Background: an optimization exercise with open tools, aiming at a short achievable clock period and few clock cycles. Do not read the settings as production practice. For this run, only the layout was checked, not whether the RTL still works. Power figures rest on the tool's default switching activity, not on a simulated workload.

$ cat run.sh
#!/bin/bash
# synth_recipe.tcl (not shown) runs the flow's synth.tcl, then flattens the netlist and writes it again
# the make line also repeats each setting of config.mk as NAME=value (left out here)
make -C /OpenROAD-flow-scripts/flow DESIGN_CONFIG=/design/flow/config.mk WORK_HOME=/design/flow/orfs CLKGATE_MAP_FILE= SYNTH_SCRIPT=/design/flow/synth_recipe.tcl finish
$ cat config.mk
export PLATFORM = sky130hd
export DESIGN_NAME = core_top
export DESIGN_NICKNAME = core_top
export VERILOG_FILES = /design/flow/design.v
export SDC_FILE = /design/flow/constraint.sdc
export NUM_CORES = 4
export LEC_CHECK = 0
export ABC_CLOCK_PERIOD_IN_PS = 2500
export CAP_MARGIN = 20
export CORE_MARGIN = 2
export CORE_UTILIZATION = 40
export SETUP_SLACK_MARGIN = 5
export SLEW_MARGIN = 20
$ cat constraint.sdc
create_clock -name core_clock -period 8.0 [get_ports {clk}]
set_input_delay 1.6000 -clock core_clock [delete_from_list [all_inputs] [get_ports {clk}]]
set_output_delay 1.6000 -clock core_clock [all_outputs]
set_load 0.01 [all_outputs]
$ cat design.v
package cpu_pkg;
    parameter int WORD_W    = 16;
    parameter int BYTE_W    = 8;
    parameter int PADDR_W   = 20;
    parameter int REG_IDX_W = 3;
endpackage
`timescale 1ns/100ps
module core_top (
    input  logic        clk,
    input  logic        rst,
    output logic [19:0] rom_addr,
    input  logic [7:0]  rom_data,
    output logic        mem_en,
    output logic        mem_we,
    output logic [19:0] mem_addr,
    output logic [15:0] mem_wdata,
    input  logic [15:0] mem_rdata,
    output logic        halted
);
    localparam logic [1:0] R_OP    = 2'd0;
    localparam logic [1:0] R_MODRM = 2'd1;
    localparam logic [1:0] R_D0    = 2'd2;
    localparam logic [1:0] R_D1    = 2'd3;
    localparam logic [15:0] K_DATA = 16'h1000;
    localparam logic [15:0] K_PUSH = 16'h1FFE;   
    localparam logic [15:0] K_POP  = 16'h2000;
    logic [15:0] pc;
    logic [1:0]  role;       
    logic        fe_done;    
    logic [7:0]  op_r;
    logic [7:0]  m_r;
    logic [7:0]  lo_r;
    logic        need2;      
    logic        u_valid;
    logic        u_imm, u_mov, u_load, u_store, u_push, u_pop, u_halt;
    logic        u_word;
    logic [2:0]  u_dst, u_src;
    logic [15:0] u_k;
    logic        u_bx, u_bp, u_si, u_di, u_sp, u_stack;
    logic [7:0]  u_rmask;    
    logic [15:0] regs [8];
    logic [7:0]  ld1_m;      
    logic [7:0]  ld2_m;      
    logic        stall;
    logic        go;
    assign rom_addr = {4'h0, pc};
    logic [7:0]  x;
    assign x = rom_data;
    logic        n_valid, n_imm, n_mov, n_load, n_store, n_push, n_pop, n_halt;
    logic        n_word;
    logic [2:0]  n_dst, n_src;
    logic [15:0] n_k;
    logic        n_bx, n_bp, n_si, n_di, n_sp, n_stack;
    logic [7:0]  n_rmask;
    logic [1:0]  role_n;
    logic        need2_n;
    logic [1:0]  skip;
    logic        fe_hlt;
    function automatic logic [7:0] onehot(input logic [2:0] i);
        onehot = 8'd1 << i;
    endfunction
    function automatic logic [1:0] disp_n(input logic [7:0] m);
        case (m[7:6])
            2'b00:   disp_n = (m[2:0] == 3'b110) ? 2'd2 : 2'd0;
            2'b01:   disp_n = 2'd1;
            2'b10:   disp_n = 2'd2;
            default: disp_n = 2'd0;
        endcase
    endfunction
    function automatic logic [3:0] bases(input logic [7:0] m);
        case (m[2:0])
            3'd0:    bases = 4'b1010;
            3'd1:    bases = 4'b1001;
            3'd2:    bases = 4'b0110;
            3'd3:    bases = 4'b0101;
            3'd4:    bases = 4'b0010;
            3'd5:    bases = 4'b0001;
            3'd6:    bases = (m[7:6] == 2'b00) ? 4'b0000 : 4'b0100;
            default: bases = 4'b1000;
        endcase
    endfunction
    function automatic logic [7:0] base_mask(input logic [3:0] b);
        base_mask = {b[0], b[1], b[2], 1'b0, b[3], 3'b000};
    endfunction
    always_comb begin
        n_valid = 1'b0;
        n_imm   = 1'b0;
        n_mov   = 1'b0;
        n_load  = 1'b0;
        n_store = 1'b0;
        n_push  = 1'b0;
        n_pop   = 1'b0;
        n_halt  = 1'b0;
        n_word  = 1'b1;
        n_dst   = 3'd0;
        n_src   = 3'd0;
        n_k     = K_DATA;
        n_bx    = 1'b0;
        n_bp    = 1'b0;
        n_si    = 1'b0;
        n_di    = 1'b0;
        n_sp    = 1'b0;
        n_stack = 1'b0;
        n_rmask = 8'h00;
        role_n  = R_OP;
        need2_n = need2;
        skip    = 2'd0;
        fe_hlt  = 1'b0;
        case (role)
            R_OP: begin
                casez (x)
                    8'b1011_0???: begin
                        role_n  = R_D0;
                        need2_n = 1'b0;
                    end
                    8'b1011_1???, 8'hA1, 8'hA3: begin
                        role_n  = R_D0;
                        need2_n = 1'b1;
                    end
                    8'b1000_10??: begin
                        role_n = R_MODRM;
                    end
                    8'b0101_0???: begin
                        n_valid = 1'b1;
                        n_push  = 1'b1;
                        n_src   = x[2:0];
                        n_sp    = 1'b1;
                        n_stack = 1'b1;
                        n_k     = K_PUSH;
                        n_rmask = onehot(x[2:0]) | 8'h10;
                    end
                    8'b0101_1???: begin
                        n_valid = 1'b1;
                        n_pop   = 1'b1;
                        n_dst   = x[2:0];
                        n_sp    = 1'b1;
                        n_stack = 1'b1;
                        n_k     = K_POP;
                        n_rmask = 8'h10;
                    end
                    8'hF4: begin
                        n_valid = 1'b1;
                        n_halt  = 1'b1;
                        fe_hlt  = 1'b1;
                    end
                    default: begin
                    end
                endcase
            end
            R_MODRM: begin
                if (x[7:6] == 2'b11) begin
                    n_valid = 1'b1;
                    n_mov   = 1'b1;
                    n_word  = op_r[0];
                    n_dst   = op_r[1] ? x[5:3] : x[2:0];
                    n_src   = op_r[1] ? x[2:0] : x[5:3];
                    n_rmask = onehot(op_r[0] ? n_src : {1'b0, n_src[1:0]});
                end else if (!op_r[0]) begin
                    skip = disp_n(x);
                end else if (disp_n(x) == 2'd0) begin
                    n_valid = 1'b1;
                    n_load  = op_r[1];
                    n_store = !op_r[1];
                    n_dst   = x[5:3];
                    n_src   = x[5:3];
                    {n_bx, n_bp, n_si, n_di} = bases(x);
                    n_rmask = base_mask(bases(x)) |
                              (op_r[1] ? 8'h00 : onehot(x[5:3]));
                end else begin
                    role_n  = R_D0;
                    need2_n = (disp_n(x) == 2'd2);
                end
            end
            R_D0: begin
                if (need2) begin
                    role_n = R_D1;
                end else if (op_r[7:4] == 4'hB) begin
                    n_valid = 1'b1;
                    n_imm   = 1'b1;
                    n_word  = 1'b0;
                    n_dst   = op_r[2:0];
                    n_k     = {x, x};
                end else begin
                    n_valid = 1'b1;
                    n_load  = op_r[1];
                    n_store = !op_r[1];
                    n_dst   = m_r[5:3];
                    n_src   = m_r[5:3];
                    {n_bx, n_bp, n_si, n_di} = bases(m_r);
                    n_rmask = base_mask(bases(m_r)) |
                              (op_r[1] ? 8'h00 : onehot(m_r[5:3]));
                    n_k     = {x[7] ? 8'h0F : 8'h10, x};
                end
            end
            default: begin
                n_valid = 1'b1;
                if (op_r[7:4] == 4'hB) begin
                    n_imm   = 1'b1;
                    n_dst   = op_r[2:0];
                    n_k     = {x, lo_r};
                end else if (op_r[7:4] == 4'hA) begin
                    n_load  = !op_r[1];
                    n_store = op_r[1];
                    n_dst   = 3'd0;
                    n_src   = 3'd0;
                    n_rmask = op_r[1] ? 8'h01 : 8'h00;
                    n_k     = {x + 8'h10, lo_r};
                end else begin
                    n_load  = op_r[1];
                    n_store = !op_r[1];
                    n_dst   = m_r[5:3];
                    n_src   = m_r[5:3];
                    {n_bx, n_bp, n_si, n_di} = bases(m_r);
                    n_rmask = base_mask(bases(m_r)) |
                              (op_r[1] ? 8'h00 : onehot(m_r[5:3]));
                    n_k     = {x + 8'h10, lo_r};
                end
            end
        endcase
    end
    logic        u_mem;
    assign u_mem = u_load | u_store | u_push | u_pop;
    assign stall = u_valid & (|(u_rmask & (ld1_m | ld2_m)));
    assign go    = u_valid & !stall;
    logic [15:0] rs_w;
    logic [15:0] rs_l;
    logic [7:0]  rs_b;
    logic [15:0] ewv;
    logic        ew;
    logic [15:0] sp;
    logic [15:0] sp_n;
    logic        sp_step;
    logic [15:0] a1, a2, t;
    logic        early_hlt;
    assign rs_w    = regs[u_src];
    assign rs_l    = regs[{1'b0, u_src[1:0]}];
    assign rs_b    = u_src[2] ? rs_l[15:8] : rs_l[7:0];
    assign ewv     = u_imm ? u_k : (u_word ? rs_w : {rs_b, rs_b});
    assign ew      = go & (u_imm | u_mov);
    assign sp      = regs[4];
    assign sp_step = go & (u_push | u_pop);
    assign sp_n    = u_push ? sp - 16'd2 : sp + 16'd2;
    assign a1 = ({16{u_bx}} & regs[3]) | ({16{u_bp}} & regs[5]) | ({16{u_sp}} & regs[4]);
    assign a2 = ({16{u_si}} & regs[6]) | ({16{u_di}} & regs[7]);
    assign t  = a1 + a2 + u_k;
    assign early_hlt = !fe_done && role == R_OP && x == 8'hF4 && !stall &&
                       !(u_valid && u_mem);
    always_ff @(posedge clk or negedge rst) begin
        if (!rst) begin
            for (int i = 0; i < 8; i++) begin
                regs[i] <= (i == 4) ? 16'h0100 : 16'h0000;
            end
        end else begin
            for (int i = 0; i < 8; i++) begin
                if (ew && (u_word ? u_dst == 3'(i) : (i < 4 && u_dst == 3'(i)))) begin
                    regs[i][7:0] <= ewv[7:0];
                end else if (ld2_m[i]) begin
                    regs[i][7:0] <= mem_rdata[7:0];
                end else if (i == 4 && sp_step) begin
                    regs[i][7:0] <= sp_n[7:0];
                end
                if (ew && (u_word ? u_dst == 3'(i) : (i < 4 && u_dst == 3'(i + 4)))) begin
                    regs[i][15:8] <= ewv[15:8];
                end else if (ld2_m[i]) begin
                    regs[i][15:8] <= mem_rdata[15:8];
                end else if (i == 4 && sp_step) begin
                    regs[i][15:8] <= sp_n[15:8];
                end
            end
        end
    end
    always_ff @(posedge clk or negedge rst) begin
        if (!rst) begin
            pc      <= 16'h0000;
            role    <= R_OP;
            fe_done <= 1'b0;
            u_valid <= 1'b0;
            ld1_m   <= 8'h00;
            ld2_m   <= 8'h00;
            mem_en  <= 1'b0;
            halted  <= 1'b0;
        end else begin
            if (!stall) begin
                pc      <= pc + 16'd1 + 16'(skip);
                role    <= role_n;
                u_valid <= n_valid && !fe_done;
                if (fe_hlt) begin
                    fe_done <= 1'b1;
                end
            end
            ld1_m  <= (go && (u_load || u_pop)) ? onehot(u_dst) : 8'h00;
            ld2_m  <= ld1_m;
            mem_en <= go && u_mem;
            if ((go && u_halt) || early_hlt) begin
                halted <= 1'b1;
            end
        end
    end
    always_ff @(posedge clk) begin
        if (!stall) begin
            need2 <= need2_n;
            if (role == R_OP) begin
                op_r <= x;
            end
            if (role == R_MODRM) begin
                m_r <= x;
            end
            if (role == R_D0) begin
                lo_r <= x;
            end
            u_imm   <= n_imm;
            u_mov   <= n_mov;
            u_load  <= n_load;
            u_store <= n_store;
            u_push  <= n_push;
            u_pop   <= n_pop;
            u_halt  <= n_halt;
            u_word  <= n_word;
            u_dst   <= n_dst;
            u_src   <= n_src;
            u_k     <= n_k;
            u_bx    <= n_bx;
            u_bp    <= n_bp;
            u_si    <= n_si;
            u_di    <= n_di;
            u_sp    <= n_sp;
            u_stack <= n_stack;
            u_rmask <= n_rmask;
        end
        mem_we    <= u_store | u_push;
        mem_addr  <= {3'b000, u_stack ? (t[15:13] == 3'b000) : (t[15:12] == 4'h0), t};
        mem_wdata <= rs_w;
    end
endmodule
==> results.json <==
{
  "wl_per_cell_um": 23.24,
  "critPathKind": "flip-flop to flip-flop",
  "drv_slew": 0,
  "r2r_end": "mem_addr[16]",
  "numCtsBuffers": 31,
  "cp_max_fo": 4,
  "p_clk_share_pct": 34.8,
  "drive_above_1_share_pct": 21.61,
  "p_leak_nw": 7.737,
  "netlist_area_um2": 15740,
  "syn_avg_cell_area_um2": 10.04,
  "p_per_area_nw_per_um2": 238.6,
  "fin_crit_sh_pct": 43.47,
  "final-hold-violation-count": 0,
  "setup_viol_count_final": 0,
  "final_core_util_pct": 48.38,
  "hold_slack_ns": 0.3838,
  "tns_ns": 0,
  "worstMarginPinSlew_ns": 0.9692,
  "cts_tree": "done",
  "placed_cells": 2075,
  "min_delay_path_depth": 0,
  "ir_drop_mv": 0.1515,
  "antennaDiodeCount": 0,
  "p_comb_share_pct": 26.9,
  "fin_skew_ns": 0.02017,
  "endpoint_kind": "flip-flop",
  "crit_slowest_cell": "fa_2",
  "p_int_mw": 3.033,
  "core_um2": 38740,
  "min_period_ns": 3.477,
  "drtAntennaViolNets": 0,
  "die_area_um2": 40940,
  "cap_violations": 0,
  "yosys-top-cells-area": "dfrtp_1 26%, edfxtp_1 13%, mux2_2 7.0%",
  "arrival_ns": 3.95,
  "fin_area_um2": 18740,
  "ys_seq_elements": 267,
  "antenna_found_initial": 0,
  "rsz0062_at_grt": "yes",
  "synth-edff-count": 67,
  "cts.clk_slew.worst_paths_ns": 0.07,
  "holdCritStartpoint": "ld1_m[0]",
  "grt_usage_pct": 24.62,
  "grt_pass1_wl_mm": 77.67,
  "drc_errors": 0,
  "io_pins": 85,
  "rr_startpoint": "u_bx",
  "yosysWarnings": 2,
  "cp_cell_sequence": "buf_6 > a222oi_1 > fa_2 > inv_2 > ha_4 > inv_2 > fa_2 > nor2b_4 > o31ai_4 > a211o_1 > and2b_1 > xnor2_2 > a2111oi_2",
  "worstPathRequired_ns": 8.47,
  "timing.slew.headroom_pct": 35.39,
  "hpwl_mm": 34.02,
  "syn-instance-count": 1568,
  "place_ws_ns": 3.475,
  "drt_wl_total_mm": 50.76,
  "cp_num_buf_inv": 3,
  "initial_core_util_pct": 40.62,
  "p_sw_share_pct": 32.18,
  "portBuffers": 77,
  "yosys_most_used_dff": "dfrtp_1",
  "vias": 13010,
  "die_h_um": 202.3,
  "async_reset_ff_share_pct": 62.17,
  "grt_use_met2_pct": 39.76,
  "cts_root_buf": "clkbuf_16",
  "outcome": "timing/DRC/antenna clean",
  "yosys.area.top_type": "dfrtp_1",
  "r2r_cells": 13,
  "cts_sinks": 267,
  "synth_top_area_share_pct": 26.24,
  "min_to": "ld2_m[0]",
  "h-tree-depth": 1,
  "setup_slack_ns": 4.523,
  "clk_path_buf_depth": 3,
  "dr.pass1.iters": 8,
  "cp_top_family": "compound AO/OA/AOI/OAI gates",
  "gr-total-overflow": 0,
  "pwr-share-seq_pct": 38.4,
  "fin_cells": 2184,
  "grt_max_degree": 98,
  "first_global_vias": 12620,
  "die_width_um": 202.3,
  "grt_util_met1_pct": 32.09,
  "rows": 72,
  "worstSetupStartpointType": "flip-flop",
  "syn_to_final_growth_pct": 19.10,
  "synthDistinctLibCells": 91,
  "place_area_um2": 16860,
  "hold_class": "flip-flop to flip-flop",
  "max_freq_ghz": 0.2876,
  "seq_area_frac_synth_pct": 43.52,
  "r2r_setup_slack_ns": 4.52,
  "cpPeakStageDelay_ns": 0.60,
  "clk_latency_ns": 0.60,
  "met3_usage_pct": 4.595,
  "holdBufCountCts": 0,
  "p_sw_mw": 1.439,
  "finalPower_mw": 4.472,
  "drtIter0Drc": 1326,
  "nets": 1721,
  "busiest_layer": "met2",
  "gp_congestion": 0.9636,
  "viasPerCell": 5.957
}
-- cells in the mapped netlist, drive strengths merged, types with 23 or more instances --
cell	instances
inv	68
nor2b	33
nor3	27
buf	37
a211oi	35
a21oi	88
mux4	23
nand3	31
dfrtp	165
nor2	64
clkbuf	72
dfxtp	34
o21ai	166
mux2	100
edfxtp	67
xnor2	27
nand2	187
ha	36
-- per-layer routing --
layer  vias up  part of all wire, %  routed length, um
li1       5950                    -                  -
met1      6368                   41              20920
met2       562                   47              23830
met3       130                  6.8               3458
met4         0                  5.0               2544
met5         -                    0                  0
-- cells by family (layout without fill, tap and decap cells) --
| group | count (synthesis) | count (layout) | synth area share, % |
|---|---|---|---|
| multiplexers | 135 | 135 | 11.21 |
| XOR/XNOR | 35 | 35 | 1.948 |
| adder cells (fa/ha/maj) | 54 | 54 | 5.152 |
| buffers and inverters | 177 | 269 | 5.041 |
| AO/OA/AOI/OAI | 480 | 480 | 20.20 |
| flip-flops | 267 | 267 | 43.52 |
| AND/OR/NAND/NOR | 419 | 419 | 12.90 |
| other | 1 | 7 | 0.02383 |
-- worst reg2reg max path, delay by kind of cell (launching register included) --
kind	cells	cell delay, ns
simple gates	2	0.34
compound gates	4	1.12
fa+ha+maj	3	1.09
xor+xnor	1	0.14
flops	1	0.38
buf+inv	3	0.28
-- cells in the final DEF, fill, tap and decap left out, types with 19 or more instances in the layout --
cell type	netlist	layout
nand2_1	187	184
dfrtp_1	165	160
o21ai_0	153	152
mux2_2	98	97
a21oi_1	86	79
edfxtp_1	67	67
inv_1	68	62
nor2_1	64	61
dlygate4sd2_1	0	53
buf_4	12	48
a211oi_1	35	34
dfxtp_1	34	34
nor2b_1	33	32
clkbuf_16	0	31
nand3_1	31	25
xnor2_1	27	25
ha_1	36	25
nor3_1	26	24
mux4_2	23	23
o22ai_1	20	20
a222oi_1	19	19
-- layout make-up --
class                      count  area, um2
timing repair buffer         143       1328
multi-input combinational   1130       8534
fill                        3674      20000
inverter                      68      255.2
clock inverter                22      287.8
clock buffer                  36      834.6
tap                          518      648.1
sequential                   267       6854
-- sequential cells by signal (all words and copies together) (netlist names), 16 cells and up --
signal	flops
mem_addr	17
mem_wdata	16
pc	16
regs	128
u_k	16
-- worst max path at each step --
| stage | from | endpoint | slack [ns] | cells after the start |
|---|---|---|---|---|
| after floorplan | u_bx | mem_addr[16] | 4.72 | 13 |
| after global placement | rom_data[1] | pc[5] | 3.51 | 10 |
| after detailed placement | rom_data[1] | pc[5] | 3.48 | 10 |
| after CTS | u_bx | mem_addr[16] | 4.53 | 13 |
| after global routing | u_bx | mem_addr[16] | 4.34 | 13 |
| final | u_bx | mem_addr[16] | 4.52 | 13 |
-- timing repair --
action | in CTS | in global routing
cloned | 2 | 0
pin swaps | 14 | 29
buffers inserted | 36 | 13
gates resized for setup | 127 | 46
endpoints found under the setup margin | 195 | 97
-- power by group through the flow --
stage | logic, mW | registers [mW] | clock network, mW
final | 1.20 | 1.72 | 1.56
after global routing | 1.30 | 1.74 | 1.64
after CTS | 1.18 | 1.71 | 1.58
after detailed placement | 1.18 | 1.75 | 0
after global placement | 1.17 | 1.75 | 0
after floorplan | 0.712 | 1.73 | 0

-- separate check: timing with driven ports --
The flow's constraints put no driver on any port. The routed layout listed below was extracted and timed again, unchanged, in two steps.
Step 1 assumes that a clkbuf_16 drives the clock port and a buf_2 every other input.
Step 2 also shifts input and output timing later by t, the mid clock arrival at the registers, as if the neighbouring blocks saw the same clock.
Slacks: ideal ports / drivers / drivers and shift; pairs: ideal ports / drivers.
t (ns): 0.638
setup slack, ns: 4.523 / 4.523 / 4.429
latest minus earliest clock arrival (ns): 0.020 / 0.020
worst data-port slew with drivers (ns): 0.05
After both steps setup and hold are still met in this run. For this run, drivers alone change the setup slack by 0.000 ns; drivers and shift together by -0.094 ns.
